Background: an optimization exercise with open tools, aiming at small area, a short achievable clock period and few clock cycles per item. Do not read the settings as production practice. RTL that was checked went through simulation tests only; none was proved equivalent to the original. Power and IR drop assume default switching activity.

==> inputs of v6 <==
## encoder_speed_and_ramped_setpoint_core
module encoder_speed_and_ramped_setpoint_core (
  input  logic clk,
  input  logic rst,
  input  logic psel,
  input  logic penable,
  input  logic pwrite,
  input  logic [4:0] paddr,
  input  logic [31:0] pwdata,
  output logic [31:0] prdata,
  output logic pready,
  input  logic in_valid,
  output logic in_ready,
  input  logic signed [31:0] encoder_count,
  input  logic [31:0] time_ms,
  input  logic signed [16:0] target_speed_mm_s,
  output logic out_valid,
  input  logic out_ready,
  output logic signed [23:0] measured_speed_mm_s,
  output logic signed [20:0] measured_scaled,
  output logic signed [16:0] ramped_speed_mm_s,
  output logic signed [10:0] setpoint_scaled
);
  logic reverse;
  logic [15:0] pulses_per_rev;
  logic [23:0] circumference_um;
  logic [15:0] max_speed_mm_s;
  logic [15:0] max_accel_mm_s2;
  logic cfg_wr;
  assign pready = 1'b1;
  assign cfg_wr = psel & penable & pwrite;
  always_comb begin
    case (paddr[4:2])
      3'd0: prdata = {31'd0, reverse};
      3'd1: prdata = {16'd0, pulses_per_rev};
      3'd2: prdata = {8'd0, circumference_um};
      3'd3: prdata = {16'd0, max_speed_mm_s};
      3'd4: prdata = {16'd0, max_accel_mm_s2};
      default: prdata = '0;
    endcase
  end
  always_ff @(posedge clk) begin
    if (rst) begin
      reverse <= 1'b0;
      pulses_per_rev <= 16'd1;
      circumference_um <= 24'd1;
      max_speed_mm_s <= 16'd1;
      max_accel_mm_s2 <= 16'd2500;
    end else if (cfg_wr) begin
      case (paddr[4:2])
        3'd0: reverse <= pwdata[0];
        3'd1: pulses_per_rev <= pwdata[15:0];
        3'd2: circumference_um <= pwdata[23:0];
        3'd3: max_speed_mm_s <= pwdata[15:0];
        3'd4: max_accel_mm_s2 <= pwdata[15:0];
        default: ;
      endcase
    end
  end
  logic [15:0] ppr_eff;
  logic accel_on;
  assign ppr_eff = (pulses_per_rev == 16'd0) ? 16'd1 : pulses_per_rev;
  assign accel_on = (max_accel_mm_s2 != 16'd0);
  logic signed [31:0] last_position;
  logic [31:0] last_sample_time;
  logic [31:0] last_ramp_time;
  logic signed [16:0] ramped_speed;
  logic s1_busy, s1_conv, s1_first;
  logic [3:0] s1_cnt;
  logic s1_last;
  logic s1_sgn;                    
  logic s1_neg;                    
  logic s1_dz;
  logic [24:0] mx_hi;
  logic [32:0] mx_lo;
  logic [16:0] md_hi;
  logic [32:0] md_lo;
  logic [16:0] mp_hi;
  ...
export LEC_CHECK = 0
export CAP_MARGIN = 20
export CORE_MARGIN = 2
export CORE_UTILIZATION = 40
export SLEW_MARGIN = 20
create_clock -name core_clock -period 8.0 [get_ports {clk}]
run.sh (not shown) runs the stock make flow with config.mk's settings and CLKGATE_MAP_FILE= SYNTH_SCRIPT=/design/flow/synth_recipe.tcl, a recipe that flattens the netlist after the stock synthesis.
==> inputs of v27, as changes to v6 <==
--- a/flow/config.mk
+++ b/flow/config.mk
@@ -6,6 +6,8 @@
 export NUM_CORES = 4
 export LEC_CHECK = 0
+export ABC_CLOCK_PERIOD_IN_PS = 4500
 export CAP_MARGIN = 20
 export CORE_MARGIN = 2
 export CORE_UTILIZATION = 40
+export SETUP_SLACK_MARGIN = 3.3
 export SLEW_MARGIN = 20
==> parameters.txt <==
Parameter                              Value

Outcome
  Run status ... complete, no violations

Power and ir drop
  Pleak ... 0.02851 µW
  Power of the clock network ... about 4800 µW

Finish
  Fill cell total of the finished layout ... between 15000 and 20000
That was v6.
==> parameters.txt <==
Parameter                              Value

Outcome
  Run status ... complete, no violations

Synth
  Main synth FF type ... edfxtp_1
  Mean area per synthesized cell ... approximately 8.6 µm²

CTS
  Number of buffers added by the clock tree synthesis step ... 95

Power and ir drop
  Maximum vdd drop ... 0.1625 mV
  Psw ... 3184 µW

Finish
  Leading cell type in the layout, fill and taps excluded ... nand2_1

Global routing
  Most used routing layer ... met2
That was v27.
Function was not checked in any run of this note: the RTL went through the layout flow alone.

==> exp/ember <==
encoder_speed_and_ramped_setpoint_core, a different RTL version from the one above (not shown whole).
==> flow/config.mk <==
export PLATFORM = sky130hd
export DESIGN_NAME = encoder_speed_and_ramped_setpoint_core
export DESIGN_NICKNAME = encoder_speed_and_ramped_setpoint_core
export VERILOG_FILES = /design/flow/design.v
export SDC_FILE = /design/flow/constraint.sdc
export NUM_CORES = 4
export LEC_CHECK = 0
export CAP_MARGIN = 20
export CORE_MARGIN = 2
export CORE_UTILIZATION = 40
export CTS_BUF_LIST = sky130_fd_sc_hd__clkbuf_8
export CTS_CLUSTER_SIZE = 20
export SETUP_SLACK_MARGIN = 3.8
export SLEW_MARGIN = 20
==> flow/constraint.sdc <==
create_clock -name core_clock -period 8.0 [get_ports {clk}]
set_input_delay 1.6000 -clock core_clock [delete_from_list [all_inputs] [get_ports {clk}]]
set_output_delay 1.6000 -clock core_clock [all_outputs]
set_load 0.01 [all_outputs]
==> exp/delta: changes against exp/ember <==
--- a/flow/design.v
+++ b/flow/design.v
@@ -1,28 +1,29 @@
 `default_nettype none
 package esr_pkg;
   localparam logic [10:0] MS_PER_S = 11'd1000;
 endpackage
 `default_nettype wire
 `default_nettype none
-module esr_sub #(
+module esr_add #(
   parameter int W = 8
 ) (
   input  logic [W-1:0] a,
   input  logic [W-1:0] b,
-  output logic [W-1:0] d,
-  output logic ge
+  input  logic ci,
+  output logic [W-1:0] s,
+  output logic co
 );
   localparam int L = (W < 2) ? 1 : (W < 4) ? 2 : (W < 8) ? 3 : (W < 16) ? 4 : (W < 32) ? 5 : (W < 64) ? 6 : 7;
   logic [W-1:0] g0, p0;
   logic [W:0] gl [0:2*L];
   logic [W:0] pl [0:2*L];
-  assign g0 = a & ~b;
-  assign p0 = a ^ ~b;
-  assign gl[0] = {g0, 1'b1};
+  assign g0 = a & b;
+  assign p0 = a ^ b;
+  assign gl[0] = {g0, ci};
   assign pl[0] = {p0, 1'b0};
   for (genvar l = 0; l < L; l++) begin : g_up
     for (genvar i = 0; i <= W; i++) begin : g_bit
       if (((i + 1) % (2 << l)) == 0) begin : g_node
         assign gl[l+1][i] = gl[l][i] | (pl[l][i] & gl[l][i-(1<<l)]);
         assign pl[l+1][i] = pl[l][i] & pl[l][i-(1<<l)];
       end else begin : g_pass
@@ -38,16 +39,28 @@
         assign pl[2*L-l][i] = pl[2*L-l-1][i] & pl[2*L-l-1][i-(1<<(l-1))];
       end else begin : g_pass
         assign gl[2*L-l][i] = gl[2*L-l-1][i];
         assign pl[2*L-l][i] = pl[2*L-l-1][i];
       end
     end
   end
-  assign d = p0 ^ gl[2*L-1][W-1:0];
-  assign ge = gl[2*L-1][W];
+  assign s = p0 ^ gl[2*L-1][W-1:0];
+  assign co = gl[2*L-1][W];
+endmodule
+`default_nettype wire
+`default_nettype none
+module esr_sub #(
+  parameter int W = 8
+) (
+  input  logic [W-1:0] a,
+  input  logic [W-1:0] b,
+  output logic [W-1:0] d,
+  output logic ge
+);
+  esr_add #(.W(W)) u_add (.a(a), .b(~b), .ci(1'b1), .s(d), .co(ge));
 endmodule
 `default_nettype wire
 `default_nettype none
 module encoder_speed_and_ramped_setpoint_core (
   input  logic clk,
   input  logic rst,
   input  logic psel,
@@ -73,25 +86,24 @@
   logic [15:0] pulses_per_rev;
   logic [23:0] circumference_um;
   logic [15:0] max_speed_mm_s;
   logic [15:0] max_accel_mm_s2;
   logic cfg_wr;
   assign pready = 1'b1;
   assign cfg_wr = psel & penable & pwrite;
-  logic [4:0] rd_sel;
-  assign rd_sel[0] = (paddr[4:2] == 3'd0);
-  assign rd_sel[1] = (paddr[4:2] == 3'd1);
-  assign rd_sel[2] = (paddr[4:2] == 3'd2);
-  assign rd_sel[3] = (paddr[4:2] == 3'd3);
-  assign rd_sel[4] = (paddr[4:2] == 3'd4);
-  assign prdata = ({32{rd_sel[0]}} & {31'd0, reverse})
-                | ({32{rd_sel[1]}} & {16'd0, pulses_per_rev})
-                | ({32{rd_sel[2]}} & {8'd0, circumference_um})
-                | ({32{rd_sel[3]}} & {16'd0, max_speed_mm_s})
-                | ({32{rd_sel[4]}} & {16'd0, max_accel_mm_s2});
+  always_comb begin
+    case (paddr[4:2])
+      3'd0: prdata = {31'd0, reverse};
+      3'd1: prdata = {16'd0, pulses_per_rev};
+      3'd2: prdata = {8'd0, circumference_um};
+      3'd3: prdata = {16'd0, max_speed_mm_s};
+      3'd4: prdata = {16'd0, max_accel_mm_s2};
+      default: prdata = '0;
+    endcase
+  end
   always_ff @(posedge clk) begin
     if (rst) begin
       reverse <= 1'b0;
       pulses_per_rev <= 16'd1;
       circumference_um <= 24'd1;
       max_speed_mm_s <= 16'd1;
       max_accel_mm_s2 <= 16'd2500;
@@ -130,18 +142,15 @@
   logic [16:0] md_hi;
   logic [32:0] md_lo;
   logic [16:0] mp_hi;
   logic [32:0] mp_lo;
   logic s2a_free;
   logic s1_step, s1_fire;
   assign s1_last = (s1_cnt == 4'd10);
-  logic ir_p, ir_q;
-  assign ir_p = s1_busy & s1_last & (!a_busy | (a_last & (!b_busy | (b_pass & !out_valid))));
-  assign ir_q = s1_busy & s1_last & a_last & b_pass & out_valid;
-  assign in_ready = ir_p | (ir_q & out_ready);
+  assign in_ready = s1_busy & s1_last & s2a_free;
   assign s1_fire = in_ready;
   assign s1_step = s1_busy & (!s1_last | s2a_free);
   logic s1_same;
   logic signed [33:0] u_w;
   logic signed [32:0] u_next;
   assign s1_same = (reverse == last_rev);
   assign u_w = {{2{encoder_count[31]}}, encoder_count} + {last_nh[31], last_nh, encoder_count[31]};
@@ -176,15 +185,15 @@
   assign mx_s2 = mx_p1 ^ mx_p2 ^ mx_p3;
   assign mx_c2 = {((mx_p1 & mx_p2) | (mx_p1 & mx_p3) | (mx_p2 & mx_p3)), 1'b0};
   assign mx_s3 = mx_s1 ^ mx_c1 ^ mx_s2;
   assign mx_c3 = {((mx_s1 & mx_c1) | (mx_s1 & mx_s2) | (mx_c1 & mx_s2)), 1'b0};
   assign mx_s4 = mx_s3 ^ mx_c3 ^ mx_c2;
   assign mx_c4 = {((mx_s3 & mx_c3) | (mx_s3 & mx_c2) | (mx_c3 & mx_c2)), 1'b0};
   assign mx_low = {1'b0, mx_s4[3:0]} + {1'b0, mx_c4[3:0]} + {4'd0, mx_cy};
-  assign mx_add = mx_s + mx_c + {27'd0, mx_cy};
+  esr_add #(.W(28)) u_mx_add (.a(mx_s), .b(mx_c), .ci(mx_cy), .s(mx_add), .co());
   logic [19:0] md_sum, mp_sum;
   assign md_sum = {3'd0, md_hi} + (dt_dig[0] ? {4'd0, ppr_eff} : 20'd0)
                                 + (dt_dig[1] ? {3'd0, ppr_eff, 1'b0} : 20'd0)
                                 + (dt_dig[2] ? {2'd0, ppr_eff, 2'b0} : 20'd0);
   assign mp_sum = {3'd0, mp_hi} + (rdt_dig[0] ? {4'd0, max_accel_mm_s2} : 20'd0)
                                 + (rdt_dig[1] ? {3'd0, max_accel_mm_s2, 1'b0} : 20'd0)
                                 + (rdt_dig[2] ? {2'd0, max_accel_mm_s2, 2'b0} : 20'd0);
@@ -249,18 +258,17 @@
   logic [47:0] a_r, a_d;
   logic [22:0] a_q;
   logic a_neg, a_dz, a_ovf;
   logic [9:0] st_r;
   logic [17:0] st_q;
   logic st_sat;
   logic signed [16:0] a_tgt;
-  logic b_busy, b_done, b_pass;
+  logic b_busy, b_done;
   logic b_free_early, b_fire;
   logic s3_busy;
-  assign b_pass = b_done & !s3_busy;
   assign a_last = (a_cnt == 4'd11);
   assign a_step = a_busy & (!a_last | b_free_early);
   assign a_fire = a_busy & a_last & b_free_early;
   assign s2a_free = !a_busy | a_fire;
   logic [48:0] a_trial, a_diff;
   logic a_ge;
   logic [47:0] a_rn;
@@ -374,30 +382,30 @@
   logic [3:0] b_cnt;
   logic [47:0] b_r, b_d;
   logic [22:0] b_q;
   logic b_neg, b_dz, b_ovf;
   logic signed [16:0] b_ramp;
   logic [15:0] ss_r;
   logic [10:0] ss_q;
-  assign b_fire = b_pass & (!out_valid | out_ready);
+  assign b_fire = b_done & !s3_busy & (!out_valid | out_ready);
   assign b_free_early = !b_busy | b_fire;
   logic [48:0] b_trial, b_diff;
   logic b_ge;
   assign b_trial = {b_r, b_q[22]};
   esr_sub #(.W(49)) u_b_sub (.a(b_trial), .b({1'b0, b_d}), .d(b_diff), .ge(b_ge));
   logic [16:0] rm;
   logic [24:0] z_full;
   assign rm = ramped_speed[16] ? 17'(-ramped_speed) : 17'(ramped_speed);
   assign z_full = {rm, 8'd0} - {8'd0, rm};
   logic [16:0] ss_trial;
   logic [17:0] ss_diff;
   logic ss_ge;
   assign ss_trial = {ss_r, ss_q[10]};
-  assign ss_diff = {1'b0, ss_trial} - {2'b00, max_speed_mm_s};
-  assign ss_ge = !ss_diff[17];
+  esr_sub #(.W(17)) u_ss (.a(ss_trial), .b({1'b0, max_speed_mm_s}), .d(ss_diff[16:0]), .ge(ss_ge));
+  assign ss_diff[17] = !ss_ge;
   always_ff @(posedge clk) begin
     if (rst) begin
       b_busy <= 1'b0;
       b_done <= 1'b0;
       b_cnt <= '0;
     end else if (a_fire) begin
       b_busy <= 1'b1;
@@ -452,25 +460,29 @@
   logic s3_first;
   logic [3:0] s3_cnt;
   logic [18:0] ms_r;
   logic ms_ovf;
   logic [19:0] ms_q;
   assign ms_q = measured_scaled[19:0];
   logic [31:0] y_full;
-  assign y_full = {spd_mag, 8'd0} - {8'd0, spd_mag};
+  esr_sub #(.W(32)) u_y (.a({spd_mag, 8'd0}), .b({8'd0, spd_mag}), .d(y_full), .ge());
   logic [17:0] ms_m3;
   logic [17:0] ms_t;
   logic [18:0] ms_d1, ms_d2, ms_d3;
   logic [1:0] ms_g;
   logic [15:0] ms_rn;
   always_ff @(posedge clk) ms_m3 <= {2'b00, max_speed_mm_s} + {1'b0, max_speed_mm_s, 1'b0};
   assign ms_t = {ms_r[15:0], ms_q[19:18]};
-  assign ms_d1 = {1'b0, ms_t} - {3'd0, max_speed_mm_s};
-  assign ms_d2 = {1'b0, ms_t} - {2'd0, max_speed_mm_s, 1'b0};
-  assign ms_d3 = {1'b0, ms_t} - {1'd0, ms_m3};
+  logic ms_ge1, ms_ge2, ms_ge3;
+  esr_sub #(.W(18)) u_ms1 (.a(ms_t), .b({2'd0, max_speed_mm_s}), .d(ms_d1[17:0]), .ge(ms_ge1));
+  esr_sub #(.W(18)) u_ms2 (.a(ms_t), .b({1'd0, max_speed_mm_s, 1'b0}), .d(ms_d2[17:0]), .ge(ms_ge2));
+  esr_sub #(.W(18)) u_ms3 (.a(ms_t), .b(ms_m3), .d(ms_d3[17:0]), .ge(ms_ge3));
+  assign ms_d1[18] = !ms_ge1;
+  assign ms_d2[18] = !ms_ge2;
+  assign ms_d3[18] = !ms_ge3;
   always_comb begin
     if (!ms_d3[18]) begin
       ms_g = 2'd3;
       ms_rn = ms_d3[15:0];
     end else if (!ms_d2[18]) begin
       ms_g = 2'd2;
       ms_rn = ms_d2[15:0];
==> flow/config.mk (replaced) <==
export PLATFORM = sky130hd
export DESIGN_NAME = encoder_speed_and_ramped_setpoint_core
export DESIGN_NICKNAME = encoder_speed_and_ramped_setpoint_core
export VERILOG_FILES = /design/flow/design.v
export SDC_FILE = /design/flow/constraint.sdc
export NUM_CORES = 4
export LEC_CHECK = 0
export CAP_MARGIN = 20
export CORE_MARGIN = 2
export CORE_UTILIZATION = 40
export CTS_BUF_LIST = sky130_fd_sc_hd__clkbuf_4 sky130_fd_sc_hd__clkbuf_8
export CTS_CLUSTER_SIZE = 50
export GPL_ROUTABILITY_DRIVEN = 0
export PLACE_DENSITY = 0.8
export SETUP_SLACK_MARGIN = 3.6
export SLEW_MARGIN = 20
==> exp/amber: changes against exp/ember <==
--- a/flow/design.v
+++ b/flow/design.v
@@ -73,25 +73,24 @@
   logic [15:0] pulses_per_rev;
   logic [23:0] circumference_um;
   logic [15:0] max_speed_mm_s;
   logic [15:0] max_accel_mm_s2;
   logic cfg_wr;
   assign pready = 1'b1;
   assign cfg_wr = psel & penable & pwrite;
-  logic [4:0] rd_sel;
-  assign rd_sel[0] = (paddr[4:2] == 3'd0);
-  assign rd_sel[1] = (paddr[4:2] == 3'd1);
-  assign rd_sel[2] = (paddr[4:2] == 3'd2);
-  assign rd_sel[3] = (paddr[4:2] == 3'd3);
-  assign rd_sel[4] = (paddr[4:2] == 3'd4);
-  assign prdata = ({32{rd_sel[0]}} & {31'd0, reverse})
-                | ({32{rd_sel[1]}} & {16'd0, pulses_per_rev})
-                | ({32{rd_sel[2]}} & {8'd0, circumference_um})
-                | ({32{rd_sel[3]}} & {16'd0, max_speed_mm_s})
-                | ({32{rd_sel[4]}} & {16'd0, max_accel_mm_s2});
+  always_comb begin
+    case (paddr[4:2])
+      3'd0: prdata = {31'd0, reverse};
+      3'd1: prdata = {16'd0, pulses_per_rev};
+      3'd2: prdata = {8'd0, circumference_um};
+      3'd3: prdata = {16'd0, max_speed_mm_s};
+      3'd4: prdata = {16'd0, max_accel_mm_s2};
+      default: prdata = '0;
+    endcase
+  end
   always_ff @(posedge clk) begin
     if (rst) begin
       reverse <= 1'b0;
       pulses_per_rev <= 16'd1;
       circumference_um <= 24'd1;
       max_speed_mm_s <= 16'd1;
       max_accel_mm_s2 <= 16'd2500;
@@ -130,18 +129,15 @@
   logic [16:0] md_hi;
   logic [32:0] md_lo;
   logic [16:0] mp_hi;
   logic [32:0] mp_lo;
   logic s2a_free;
   logic s1_step, s1_fire;
   assign s1_last = (s1_cnt == 4'd10);
-  logic ir_p, ir_q;
-  assign ir_p = s1_busy & s1_last & (!a_busy | (a_last & (!b_busy | (b_pass & !out_valid))));
-  assign ir_q = s1_busy & s1_last & a_last & b_pass & out_valid;
-  assign in_ready = ir_p | (ir_q & out_ready);
+  assign in_ready = s1_busy & s1_last & s2a_free;
   assign s1_fire = in_ready;
   assign s1_step = s1_busy & (!s1_last | s2a_free);
   logic s1_same;
   logic signed [33:0] u_w;
   logic signed [32:0] u_next;
   assign s1_same = (reverse == last_rev);
   assign u_w = {{2{encoder_count[31]}}, encoder_count} + {last_nh[31], last_nh, encoder_count[31]};
@@ -249,18 +245,17 @@
   logic [47:0] a_r, a_d;
   logic [22:0] a_q;
   logic a_neg, a_dz, a_ovf;
   logic [9:0] st_r;
   logic [17:0] st_q;
   logic st_sat;
   logic signed [16:0] a_tgt;
-  logic b_busy, b_done, b_pass;
+  logic b_busy, b_done;
   logic b_free_early, b_fire;
   logic s3_busy;
-  assign b_pass = b_done & !s3_busy;
   assign a_last = (a_cnt == 4'd11);
   assign a_step = a_busy & (!a_last | b_free_early);
   assign a_fire = a_busy & a_last & b_free_early;
   assign s2a_free = !a_busy | a_fire;
   logic [48:0] a_trial, a_diff;
   logic a_ge;
   logic [47:0] a_rn;
@@ -374,15 +369,15 @@
   logic [3:0] b_cnt;
   logic [47:0] b_r, b_d;
   logic [22:0] b_q;
   logic b_neg, b_dz, b_ovf;
   logic signed [16:0] b_ramp;
   logic [15:0] ss_r;
   logic [10:0] ss_q;
-  assign b_fire = b_pass & (!out_valid | out_ready);
+  assign b_fire = b_done & !s3_busy & (!out_valid | out_ready);
   assign b_free_early = !b_busy | b_fire;
   logic [48:0] b_trial, b_diff;
   logic b_ge;
   assign b_trial = {b_r, b_q[22]};
   esr_sub #(.W(49)) u_b_sub (.a(b_trial), .b({1'b0, b_d}), .d(b_diff), .ge(b_ge));
   logic [16:0] rm;
   logic [24:0] z_full;
==> flow/config.mk (replaced) <==
export PLATFORM = sky130hd
export DESIGN_NAME = encoder_speed_and_ramped_setpoint_core
export DESIGN_NICKNAME = encoder_speed_and_ramped_setpoint_core
export VERILOG_FILES = /design/flow/design.v
export SDC_FILE = /design/flow/constraint.sdc
export NUM_CORES = 4
export LEC_CHECK = 0
export CAP_MARGIN = 20
export CORE_MARGIN = 2
export CORE_UTILIZATION = 40
export SETUP_SLACK_MARGIN = 3.7
export SLEW_MARGIN = 20
==> impl_metrics.ini <==
[status]
status = finished clean

[grt]
use_met3_pct = 3.64

[finish]
antennaDiodeCount = 3
buffers_excl_clock = 421
multi_input_area_sq_um = 36700

[synthesis]
synthCells = 6738
ys_top_cells_by_area = edfxtp_1 25%, dfxtp_1 11%, ha_1 9.2%, fa_1 7.2%, nand2_1 5.2%

[routing]
route.met3.wl_mm = 12.7
dr_wl_met2_mm = 85.0
drt_iter0_drc = 4079

[setup_path]
worstSetupEndpoint = in_ready
r2r_end = mp_hi[16]

[power]
p_int_mw = 7.87
power_density_nw_per_um2 = 156
swShare_pct = 28.8

[floorplanning]
row_count = 143
Source of the figures above: exp/ember

==> impl_metrics.ini <==
[status]
status = finished clean

[power]
p_int_mw = 7.75
power_density_nw_per_um2 = 157

[synthesis]
synthCells = 6503

[floorplanning]
row_count = 141

[finish]
multi_input_area_sq_um = 35100
antennaDiodeCount = 4
buffers_excl_clock = 332

[routing]
dr_wl_met2_mm = 78.5
Source of the figures above: exp/delta

==> impl_metrics.ini <==
[status]
check.faults = antenna violations
status = failed layout checks

[grt]
use_met3_pct = 3.38

[floorplanning]
row_count = 142

[finish]
antennaDiodeCount = 10
multi_input_area_sq_um = 35800

[synthesis]
synthCells = 6668

[power]
power_density_nw_per_um2 = 163

[routing]
ant_nets = 1
Source of the figures above: exp/amber

Testbench counts of exp/amber, summed over its fixed seeds: cycles 24,204, items 1,920.
The RTL of exp/ember and exp/delta was laid out without a check of its function.

what the ideal ports hide:
Ports are ideal in the flow. The routed layouts listed here were re-timed in OpenROAD.
Step 1 sets driving cells, clkbuf_16 on the clock port and buf_2 on the other inputs (assumed; they add their load-dependent delay and slew).
Step 2 adds t to the input delays and takes it off the output delays; t is the mean of the earliest and latest rising clock arrival at the registers after step 1. Input paths then give back, and output paths get back, about the clock's delay inside the block.
Slacks: ideal / step 1 / step 2; pairs: ideal / step 1.
run | t, ns | setup WS [ns] | hold WS [ns] | worst setup path after step 2 | cell pins on the clock port's net
v6 | 0.807 | 1.915 / 1.915 / 1.915 | 0.418 / 0.418 / 0.418 | register to register | 1
v27 | 0.799 | 3.061 / 3.061 / 2.852 | 0.411 / 0.411 / 0.411 | input to register | 1
exp/ember | 0.958 | 3.513 / 3.472 / 3.023 | 0.406 / 0.406 / 0.406 | input to register | 1
exp/delta | 0.967 | 3.440 / 3.391 / 2.721 | 0.410 / 0.410 / 0.410 | input to register | 1
exp/amber | 0.805 | 3.466 / 3.409 / 3.083 | 0.408 / 0.408 / 0.408 | input to register | 1
The setup slack of exp/delta, which loses most, moves by -0.049 ns with the drivers and by -0.719 ns with both steps.
